This is an optimization exercise on Yosys and OpenROAD, whose aim is small area, a short achievable clock period and few clock cycles, not a production implementation. The RTL was checked by simulation tests, not by an equivalence proof against the original design.

==> module pse_ram, before the edit <==
module pse_ram #(
  parameter int WIDTH = 32,
  parameter int DEPTH = 126,
  parameter int AW    = 7
) (
  input  logic             clk,
  input  logic             wr_en,
  input  logic [AW-1:0]    wr_addr,
  input  logic [WIDTH-1:0] wr_data,
  input  logic [AW-1:0]    rd_addr,
  output logic [WIDTH-1:0] rd_data
);
  logic [WIDTH-1:0] mem [DEPTH];
  always_ff @(posedge clk) begin
    if (wr_en) begin
      mem[wr_addr] <= wr_data;
    end
  end
  assign rd_data = (rd_addr < AW'(DEPTH)) ? mem[rd_addr] : '0;
endmodule
clock: 7.0 ns
lec_check: 0
cap_margin: 20
core_margin: 2
core_utilization: 55
cts_buf_list: sky130_fd_sc_hd__clkbuf_8
setup_slack_margin: 2.6
slew_margin: 20
synth_memory_max_bits: 8192
run.sh (not shown) runs the stock make flow with config.mk's settings and CLKGATE_MAP_FILE= SYNTH_SCRIPT=/design/flow/synth_recipe.tcl, a recipe that flattens the netlist after the stock synthesis.
Testbench counts at the start, summed over its fixed seeds: cycles 19,624.
Next try:
--- a/flow/design.v
+++ b/flow/design.v
@@ -38,19 +38,38 @@
   input  logic             wr_en,
   input  logic [AW-1:0]    wr_addr,
   input  logic [WIDTH-1:0] wr_data,
   input  logic [AW-1:0]    rd_addr,
   output logic [WIDTH-1:0] rd_data
 );
+  localparam int NG = (DEPTH + 3) / 4;
   logic [WIDTH-1:0] mem [DEPTH];
+  logic [WIDTH-1:0] grp [NG];
+  logic [NG-1:0]    gsel;
   always_ff @(posedge clk) begin
-    if (wr_en) begin
-      mem[wr_addr] <= wr_data;
+    for (int i = 0; i < DEPTH; i++) begin
+      if (wr_en && (wr_addr == AW'(i))) begin
+        mem[i] <= wr_data;
+      end
+    end
+  end
+  always_comb begin
+    for (int g = 0; g < NG; g++) begin
+      grp[g] = '0;
+      for (int j = 0; j < 4; j++) begin
+        if ((4 * g + j < DEPTH) && (rd_addr[1:0] == 2'(j))) begin
+          grp[g] = mem[(4 * g + j < DEPTH) ? (4 * g + j) : 0];
+        end
+      end
+      gsel[g] = (rd_addr[AW-1:2] == (AW-2)'(g));
+    end
+    rd_data = '0;
+    for (int g = 0; g < NG; g++) begin
+      rd_data = rd_data | ({WIDTH{gsel[g]}} & grp[g]);
     end
   end
-  assign rd_data = (rd_addr < AW'(DEPTH)) ? mem[rd_addr] : '0;
 endmodule
 module pse_mul_tree (
   input  logic [31:0] x,
   input  logic [31:0] y,
   output logic [63:0] sum_o,
   output logic [63:0] carry_o
The changed run completed with no timing, DRC or antenna violations.
Design area rose by 0.35%.
Cell count rose by 8.2%.
Routed wire length rose by 26%.
Non-clock buffer count rose by 216.
Sequential cell count fell by 7.
Register-to-register slack degrades by 150 ps.
Global-route usage rose by 8.7 points.
First-iteration DRC count rose by 43%.
Worst setup slack degrades by 150 ps.
Testbench counts after the change, summed over its fixed seeds: cycles 19,624.

--- another note on this design; it stands on its own ---

Setup of run 1:
==> flow/design.v (excerpt) <==
module postfix_stack_evaluator_core #(
  parameter int STACK_DEPTH = pse_pkg::STACK_DEPTH_DEF
) (
  input  logic                          clk,
  input  logic                          rst,
  input  logic                          s_tvalid,
  output logic                          s_tready,
  input  logic [pse_pkg::S_DATA_W-1:0]  s_tdata,    
  input  logic                          s_tlast,    
  output logic                          m_tvalid,
  input  logic                          m_tready,
  output logic [pse_pkg::M_DATA_W-1:0]  m_tdata,    
  output logic                          m_tlast     
);
clock: 7.0 ns
lec_check: 0
cap_margin: 20
core_margin: 2
core_utilization: 55
cts_buf_list: sky130_fd_sc_hd__clkbuf_8
setup_slack_margin: 2.6
slew_margin: 20
synth_memory_max_bits: 8192
run.sh (not shown) runs the stock make flow with config.mk's settings and CLKGATE_MAP_FILE= SYNTH_SCRIPT=/design/flow/synth_recipe.tcl, a recipe that flattens the netlist after the stock synthesis.
Run 1 went all the way through synthesis, placement and routing and the layout is clean on timing, DRC and antenna.
Testbench counts of run 1, summed over its fixed seeds: cycles 19,624.
Relative to run 1, the following input files were edited for run 2:
Settings: swapping sky130_fd_sc_hd__clkbuf_8 for sky130_fd_sc_hd__clkbuf_16 in CTS_BUF_LIST; putting CTS_CLUSTER_SIZE at 20 where nothing was set; putting CTS_CLUSTER_DIAMETER at 60 where nothing was set.
Notes after the runs:
Worst setup slack (lower): run 2. As far as area added between synthesis and finish is concerned, run 2 and run 1 perform about the same. In terms of flip-flop and latch share of the layout cell area, run 2 and run 1 differ only marginally.
[inputs] run 3 vs run 2
Settings: setting TNS_END_PERCENT to 30 for the first time; removing CTS_CLUSTER_DIAMETER (formerly 60); changing CTS_BUF_LIST from sky130_fd_sc_hd__clkbuf_16 to sky130_fd_sc_hd__clkbuf_8; removing CTS_CLUSTER_SIZE (formerly 20).
[summary]
- Completing all stages was not enough for run 3: its layout failed the final checks because of antenna violations.
- Run 3 and run 2 ended up with nearly the same cell total after placement.
- Taking run 2 as the reference, in run 3 arrival time reported for the critical path endpoint saw an increase; met1 track utilization from global routing increased 3.8 points.

========
the reference run:
Starting RTL as in the previous note.
clock: 7.0 ns
lec_check: 0
cap_margin: 20
core_margin: 2
core_utilization: 60
cts_buf_list: sky130_fd_sc_hd__clkbuf_8
setup_slack_margin: 2.4
slew_margin: 20
synth_memory_max_bits: 8192
Testbench counts of the reference run, summed over its fixed seeds: cycles 19,624.
Here is what was changed in the inputs of the trial run compared with the reference run.
- swapping 60 for 58 in CORE_UTILIZATION
Findings:
Diff the trial run..the reference run | multi-input combinational gate total | negligible. d_r[9] as the termination of the worst setup path was reported by the trial run, and tos[24] by the reference run. Compared with the reference run, the trial run shows a post-route cell area that is about 0.46% lower. When the trial run is set beside the reference run, its met2 routing resource usage after global routing turns out to be 1.5 points smaller. Compound-cell area share of the yosys netlist: the trial run vs the reference run — no meaningful difference.

afterwards: timing with drivers on the ports:
Ports are ideal in the flow. The routed layouts listed here were re-timed in OpenROAD.
Step 1 (the two cells are an assumption about what drives the block):
set clk [get_ports {clk}]
set_driving_cell -lib_cell sky130_fd_sc_hd__clkbuf_16 $clk
set_driving_cell -lib_cell sky130_fd_sc_hd__buf_2 [delete_from_list [all_inputs] $clk]
Step 2 moves the port delays by t, midway between the first and last clock arrival at a register: inputs arrive t later, outputs are due t later. That takes back most of the time a late clock gives input paths.
Three values: no drivers, after step 1, after step 2; two values: the first two.
run | t, ns | slack for setup (ns) | latest minus earliest clock arrival (ns)
the first run of note 1 | 1.359 | 2.200 / 2.200 / 1.557 | 0.140 / 0.141
the second run of note 1 | 1.377 | 2.051 / 2.051 / 1.561 | 0.145 / 0.145
run 1 | 1.373 | 2.260 / 2.260 / 1.516 | 0.099 / 0.099
run 2 | 1.117 | 2.230 / 2.230 / 1.747 | 0.081 / 0.081
run 3 | 1.317 | 2.167 / 2.167 / 1.454 | 0.128 / 0.128
the reference run | 1.361 | 2.134 / 2.134 / 1.502 | 0.091 / 0.091
the trial run | 1.337 | 2.285 / 2.285 / 1.387 | 0.139 / 0.139
For the trial run, which loses most, drivers alone change the setup slack by 0.000 ns; drivers and shift together by -0.898 ns.
